Background: an optimization exercise with open tools, aiming at small area. Do not read the settings as production practice. In this exercise RTL edits were held to simulation tests only and were not proved equivalent to the original. Power and IR drop assume default switching activity.

==> flow/design.v <==
module joint_pwm_ramp_ctrl #(
  parameter int JOINTS     = 4,
  parameter int PWM_PERIOD = 100000,
  parameter int RAMP_STEP  = 100,
  parameter int WDT_CYCLES = 5000000
) (
  input  logic                 clk,
  input  logic                 rst_n,
  input  logic                 enable,
  input  logic                 cmd_valid,
  output logic                 cmd_ready,
  input  logic [3:0]           cmd_joint,
  input  logic [31:0]          cmd_value,
  output logic [32*JOINTS-1:0] duty_cmd,
  output logic                 period_tick,
  output logic                 busy,
  output logic                 fault
);
  localparam int CNT_W = $clog2(PWM_PERIOD + 1);
  localparam int WDT_W = $clog2(WDT_CYCLES + 1);
  localparam logic [CNT_W-1:0]  LAST_CNT = CNT_W'(PWM_PERIOD - 1);
  localparam logic [WDT_W-1:0]  WDT_LAST = WDT_W'(WDT_CYCLES - 1);
  localparam logic [3:0]        LAST_IDX = 4'(JOINTS - 1);
  localparam logic [4:0]        N_JOINT  = 5'(JOINTS);
  localparam logic signed [32:0] LIM     = 33'(PWM_PERIOD);
  localparam logic signed [32:0] STEP    = 33'(RAMP_STEP);
  typedef enum logic {IDLE, UPDATE} state_e;
  function automatic logic [31:0] clamp_duty(input logic [31:0] v);
    logic signed [32:0] w;
    w = $signed({v[31], v});
    if (w > LIM)       w = LIM;
    else if (w < -LIM) w = -LIM;
    clamp_duty = w[31:0];
  endfunction
  function automatic logic [31:0] ramp_duty(input logic [31:0] cur, input logic [31:0] tgt);
    logic signed [32:0] c, t, d, r;
    logic c_pos, c_neg, t_pos, t_neg;
    c     = $signed({cur[31], cur});
    t     = $signed({tgt[31], tgt});
    d     = t - c;
    c_neg = c[32];
    t_neg = t[32];
    c_pos = !c[32] && (c != 33'sd0);
    t_pos = !t[32] && (t != 33'sd0);
    if ((c_pos && t_neg) || (c_neg && t_pos)) begin
      if (c > STEP)       r = c - STEP;
      else if (c < -STEP) r = c + STEP;
      else                r = 33'sd0;
    end else begin
      if (d > STEP)       r = c + STEP;
      else if (d < -STEP) r = c - STEP;
      else                r = t;
    end
    ramp_duty = r[31:0];
  endfunction
  state_e           state_q, state_d;
  logic [3:0]       idx_q, idx_d;
  logic [CNT_W-1:0] cnt_q, cnt_d;
  logic             tick_q, tick_d;
  logic [WDT_W-1:0] wdt_q, wdt_d;
  logic             fault_q, fault_d;
  logic [31:0]      tgt_q [JOINTS];
  logic [31:0]      tgt_d [JOINTS];
  logic [31:0]      duty_q [JOINTS];
  logic [31:0]      duty_d [JOINTS];
  logic             accept, joint_ok, upd_en;
  logic [3:0]       upd_j;
  logic [31:0]      cmd_clamped;
  assign cmd_ready   = (state_q == IDLE) && enable && !fault_q;
  assign busy        = (state_q == UPDATE);
  assign period_tick = tick_q;
  assign fault       = fault_q;
  assign accept      = cmd_valid && cmd_ready;
  assign joint_ok    = ({1'b0, cmd_joint} < N_JOINT);
  assign cmd_clamped = clamp_duty(cmd_value);
  for (genvar g = 0; g < JOINTS; g++) begin : g_pack
    assign duty_cmd[32*g +: 32] = duty_q[g];
  end
  always_comb begin
    cnt_d   = (cnt_q == LAST_CNT) ? '0 : cnt_q + CNT_W'(1);
    tick_d  = (cnt_d == LAST_CNT);
    state_d = state_q;
    idx_d   = idx_q;
    upd_en  = 1'b0;
    upd_j   = idx_q + 4'd1;
    for (int j = 0; j < JOINTS; j++) begin
      tgt_d[j]  = tgt_q[j];
      duty_d[j] = duty_q[j];
    end
    wdt_d   = wdt_q;
    fault_d = fault_q;
    for (int j = 0; j < JOINTS; j++)
      if (accept && cmd_joint == 4'(j)) tgt_d[j] = cmd_clamped;
    case (state_q)
      IDLE: begin
        if (tick_q) begin
          state_d = UPDATE;
          idx_d   = '0;
          upd_en  = 1'b1;
          upd_j   = '0;
        end
      end
      UPDATE: begin
        if (idx_q == LAST_IDX) begin
          state_d = IDLE;
        end else begin
          idx_d  = idx_q + 4'd1;
          upd_en = 1'b1;
        end
      end
      default: state_d = IDLE;
    endcase
    for (int j = 0; j < JOINTS; j++)
      if (upd_en && upd_j == 4'(j)) duty_d[j] = ramp_duty(duty_q[j], tgt_d[j]);
    if (accept && joint_ok) wdt_d = '0;
    else if (!fault_q)      wdt_d = wdt_q + WDT_W'(1);
    if (wdt_d == WDT_LAST) fault_d = 1'b1;
    if (fault_d)
      for (int j = 0; j < JOINTS; j++) tgt_d[j] = '0;
    if (!enable) begin
      state_d = IDLE;
      idx_d   = '0;
      wdt_d   = '0;
      fault_d = 1'b0;
      for (int j = 0; j < JOINTS; j++) begin
        tgt_d[j]  = '0;
        duty_d[j] = '0;
      end
    end
  end
  always_ff @(posedge clk or negedge rst_n) begin
    if (!rst_n) begin
      state_q <= IDLE;
      idx_q   <= '0;
      cnt_q   <= '0;
      tick_q  <= 1'b0;
      wdt_q   <= '0;
      fault_q <= 1'b0;
      for (int j = 0; j < JOINTS; j++) begin
        tgt_q[j]  <= '0;
        duty_q[j] <= '0;
      end
    end else begin
      state_q <= state_d;
      idx_q   <= idx_d;
      cnt_q   <= cnt_d;
      tick_q  <= tick_d;
      wdt_q   <= wdt_d;
      fault_q <= fault_d;
      for (int j = 0; j < JOINTS; j++) begin
        tgt_q[j]  <= tgt_d[j];
        duty_q[j] <= duty_d[j];
      end
    end
  end
endmodule
module joint_ramp_ctrl16 (
  input  logic          clk,
  input  logic          rst_n,
  input  logic          enable,
  input  logic          cmd_valid,
  output logic          cmd_ready,
  input  logic [3:0]    cmd_joint,
  input  logic [31:0]   cmd_value,
  output logic [511:0]  duty_cmd,
  output logic          period_tick,
  output logic          busy,
  output logic          fault
);
  joint_pwm_ramp_ctrl #(
    .JOINTS     (16),
    .PWM_PERIOD (2000),
    .RAMP_STEP  (50),
    .WDT_CYCLES (60000)
  ) u_ctrl (
    .clk         (clk),
    .rst_n       (rst_n),
    .enable      (enable),
    .cmd_valid   (cmd_valid),
    .cmd_ready   (cmd_ready),
    .cmd_joint   (cmd_joint),
    .cmd_value   (cmd_value),
    .duty_cmd    (duty_cmd),
    .period_tick (period_tick),
    .busy        (busy),
    .fault       (fault)
  );
endmodule
==> flow/run.sh <==
#!/bin/bash
# synth_recipe.tcl (not shown) runs the flow's synth.tcl, then flattens the netlist and writes it again
# the make line also repeats each setting of config.mk as NAME=value (left out here)
make -C /OpenROAD-flow-scripts/flow DESIGN_CONFIG=/design/flow/config.mk WORK_HOME=/design/flow/orfs CLKGATE_MAP_FILE= SYNTH_SCRIPT=/design/flow/synth_recipe.tcl finish
==> flow/config.mk <==
export PLATFORM = sky130hd
export DESIGN_NAME = joint_ramp_ctrl16
export DESIGN_NICKNAME = joint_ramp_ctrl16
export VERILOG_FILES = /design/flow/design.v
export SDC_FILE = /design/flow/constraint.sdc
export NUM_CORES = 4
export LEC_CHECK = 0
export CAP_MARGIN = 20
export CORE_MARGIN = 2
export CORE_UTILIZATION = 30
export SLEW_MARGIN = 20
==> flow/constraint.sdc <==
create_clock -name core_clock -period 12.0 [get_ports {clk}]
set_input_delay 2.4000 -clock core_clock [delete_from_list [all_inputs] [get_ports {clk}]]
set_output_delay 2.4000 -clock core_clock [all_outputs]
set_load 0.01 [all_outputs]
==> results.py <==
metrics = {
    "floorplan": {
        "start_util_pct": 30.1,
        "coreArea_mm2": 0.409,
        "die_area_mm2": 0.416,
        "die_y_um": 645,
        "ios": 556,
        "num_rows": 235,
        "die_w_um": 645,
    },
    "cts": {
        "cts_sinks": 1058,
        "cts_setup_buffers": 0,
        "clkTransAtPathRegs_ns": 0.06,
        "cts_made_buffers": 155,
        "htree_levels": 4,
        "hold_buffers": 0,
        "cts_tree": "done",
        "cts_resized": 0,
        "cts_max_path_buffers": 4,
        "clk_latency_ns": 0.93,
        "root_buffer": "clkbuf_16",
    },
    "run": {
        "maxCapViolCount": 0,
    },
    "cells_and_area": {
        "mostFrequentLayoutCells": "nor2_1 (1653), nand2_1 (1588), a21oi_1 (1370), o21ai_0 (1120), dfrtp_1 (1058)",
        "final_cells": 22966,
        "layout_commonest_cell": "nor2_1",
        "syn_to_final_growth_pct": 15.1,
        "drive_above_1_share_pct": 6.77,
        "nets": 17980,
    },
    "routing": {
        "wl_per_cell_um": 26.8,
        "viasPerCell": 6.24,
        "drc": 0,
        "drt_iter0_drc": 17519,
        "num_vias": 143278,
        "drt-total-wl_um": 615000,
        "ant_nets": 0,
        "drtPass1Iterations": 12,
    },
    "logic_synthesis": {
        "syn_area_per_cell_um2": 7.13,
        "synth_edf_count": 0,
        "synthesis.area_mm2": 0.123,
        "async_reset_ff_share_pct": 100,
        "ys_ff_latch": 1058,
        "yosysTopAreaCell": "dfrtp_1",
        "synth-main-ff-cell": "dfrtp_1",
        "synth_cell_types": 113,
        "synthTopCellsByArea": "dfrtp_1 (21%), ha_1 (5.7%), a21oi_1 (5.6%)",
        "ys.warnings.count": 5,
        "synth-seq-area-share_pct": 21.5,
        "synth_nets": 17896,
        "yosysTopAreaCellShare_pct": 21.5,
        "synth_cells": 17275,
    },
    "critical_path": {
        "startpoint_type": "input port",
        "crit_arrival_ns": 10.99,
        "slowest_delay_ns": 1.00,
        "worstSetupPathType": "in -> reg",
        "path_max_fanout": 27,
        "crit_path_end_kind": "flop",
        "crit_slowest_cell": "a21oi_4",
        "reg2reg_to": "u_ctrl.duty_q[14][1]",
        "r2r_setup_slack_ns": 3.44,
        "rr_startpoint": "u_ctrl.state_q",
        "crit_chain": "clkdlybuf4s50_1, nand4_1, nor4_1, nand2_1, ha_4, inv_1, a21oi_4, buf_4, nor2_1, a21oi_1, inv_1, ha_1, a21o_1, a21oi_1, a2111oi_0, nand2b_1, o211a_1, o2111ai_1, or4_1, nor4b_1, a21oi_2, and2_1, a21o_1, a221o_1",
        "reg2reg_depth": 20,
        "required_ns": 12.83,
    },
    "grt": {
        "grt_usage_pct": 28.0,
        "grt_pass1_vias": 131412,
        "antenna_found_initial": 37,
        "grt_pass1_wl_um": 895000,
        "gr-total-overflow": 0,
        "grt_start_max_net_pins": 157,
    },
    "timing": {
        "rsz0062_at_grt": "false",
        "relSlewSlack_pct": 19.2,
        "hold-worst-slack_ns": 0.492,
        "finalCritPeriodShare_pct": 84.7,
        "drv_slew": 0,
        "tns_ns": 0,
        "timing_hold_violations_final": 0,
        "final.setup_skew_ns": 0.0646,
        "max_slew.worst_pin.slew_ns": 1.20,
        "clock.fmax_mhz": 98.4,
        "setup_violations": 0,
        "period_minus_slack_ns": 10.16,
    },
    "worst_hold_path": {
        "hold_path_end": "u_ctrl.cnt_q[0]",
        "hp-class": "reg -> reg",
        "min_from": "u_ctrl.cnt_q[0]",
        "hold_depth": 1,
    },
    "pwr": {
        "ir_drop_uv": 165,
        "p_leak_nw": 59.5,
        "p_per_area_mw_per_mm2": 130,
    },
    "place": {
        "portBuffers": 555,
        "gp_congestion": 1.01,
        "dpl.cell_count": 22650,
        "dp_hpwl_um": 467000,
    },
    "run_status": {
        "status": "timing/DRC/antenna clean",
    },
}
where the power goes:
group | internal (mW) | switching [mW] | leakage, nW
registers | 3.73 | 0.437 | 14.7
clock network | 3.16 | 2.12 | 2.73
logic | 3.25 | 5.70 | 42.1
final cells by class:
class / count / area (um2)
Antenna cell: 32 / 80.1
Fill cell: 43530 / 268000
Sequential cell: 1058 / 26500
Clock buffer: 204 / 4440
Inverter: 929 / 3490
Clock inverter: 77 / 1150
Tap cell: 5451 / 6820
Timing Repair Buffer: 1093 / 9760
Multi-Input combinational cell: 14122 / 89600
per-stage QoR:
stage               utilization (%)  setup WS [ns]  cell area (um2)  total power [mW]
floorplan                         -           2.71           123000              10.1
global placement               33.2          0.861           136000              12.9
detailed placement             33.2          0.988           136000              12.9
CTS                            34.6           1.96           142000              18.2
global route                   34.6           1.39           142000              19.3
finish                         34.6           1.84           142000              18.4
Yosys cell counts, types with 67 or more instances:
| master | n |
|---|---|
| o2111ai_1 | 79 |
| o211ai_1 | 274 |
| nand2b_1 | 120 |
| nand3_1 | 577 |
| nor2b_1 | 363 |
| or2_2 | 109 |
| nand2_1 | 1603 |
| and2_1 | 126 |
| a221o_1 | 130 |
| xor2_1 | 125 |
| or3_1 | 204 |
| a22oi_1 | 187 |
| o22ai_1 | 369 |
| dfrtp_1 | 1058 |
| or4_1 | 109 |
| clkbuf_1 | 1073 |
| o21a_1 | 166 |
| a31oi_1 | 196 |
| o21ai_0 | 1136 |
| xnor2_1 | 781 |
| and3_1 | 159 |
| nand4_1 | 331 |
| a211o_1 | 67 |
| a21o_1 | 225 |
| nor4_1 | 371 |
| inv_1 | 894 |
| mux2i_1 | 200 |
| a221oi_1 | 142 |
| ha_1 | 565 |
| a21oi_1 | 1382 |
| nor2_1 | 1670 |
| nor3_1 | 635 |
| o221ai_1 | 203 |
| a211oi_1 | 197 |
| o31ai_1 | 105 |
layer usage:
| metal | vias up | GRT usage, % | routed length [um] |
|---|---|---|---|
| met4 | 12 | 20.2 | 51200 |
| met1 | 68925 | 35.1 | 241000 |
| met3 | 1636 | 5.32 | 55100 |
| li1 | 64756 | - | - |
| met2 | 7949 | 43.1 | 268000 |
| met5 | - | 0 | 85 |
registers in the layout (all words and copies together) (netlist names):
register,count
u_ctrl.duty_q,512
u_ctrl.tgt_q,512
u_ctrl.wdt_q,16
u_ctrl.cnt_q,11
u_ctrl.idx_q,4
u_ctrl.fault_q,1
u_ctrl.state_q,1
u_ctrl.tick_q,1
critical path: cells and delay by family:
family                   cells  cell delay [ns]
AND/OR/NAND/NOR              8             2.42
adder cells (fa/ha/maj)      2             1.02
AO/OA/AOI/OAI               10             3.47
buffers and inverters        4             1.62
cell families after synthesis:
kind of cell | Yosys count | synth area share (%)
compound gates | 5746 | 31.1
xor+xnor | 906 | 6.44
fa+ha+maj | 581 | 6.00
buf+inv | 2095 | 6.48
flops | 1058 | 21.5
mux | 239 | 1.98
simple gates | 6650 | 26.5
worst max-delay path by stage:
stage	from	to	cells after the start
floorplan	cmd_value[15]	u_ctrl.duty_q[11][22]	27
global placement	cmd_value[17]	u_ctrl.duty_q[11][6]	26
detailed placement	cmd_value[1]	u_ctrl.duty_q[9][7]	21
CTS	cmd_value[1]	u_ctrl.duty_q[9][7]	21
global route	cmd_value[15]	u_ctrl.duty_q[11][6]	27
finish	cmd_value[15]	u_ctrl.duty_q[10][11]	24

## what the ideal ports hide
Ports are ideal in the flow. The routed layout listed here was re-timed in OpenROAD.
Step 1 (the two cells are an assumption about what drives the block):
set clk [get_ports {clk}]
set_driving_cell -lib_cell sky130_fd_sc_hd__clkbuf_16 $clk
set_driving_cell -lib_cell sky130_fd_sc_hd__buf_2 [delete_from_list [all_inputs] $clk]
Step 2 adds t to the input delays and takes it off the output delays; t is the mean of the earliest and latest rising clock arrival at the registers after step 1. Input paths then give back, and output paths get back, about the clock's delay inside the block.
Three values: ideal ports, drivers, drivers and shift; two values: the first two.
t (ns): 1.016
setup WS [ns]: 1.838 / 1.696 / 0.680
worst register clock-pin slew, ns: 0.07 / 0.07
After both steps setup and hold are still met in this run. The setup slack of this run moves by -0.142 ns with the drivers and by -1.158 ns with both steps.
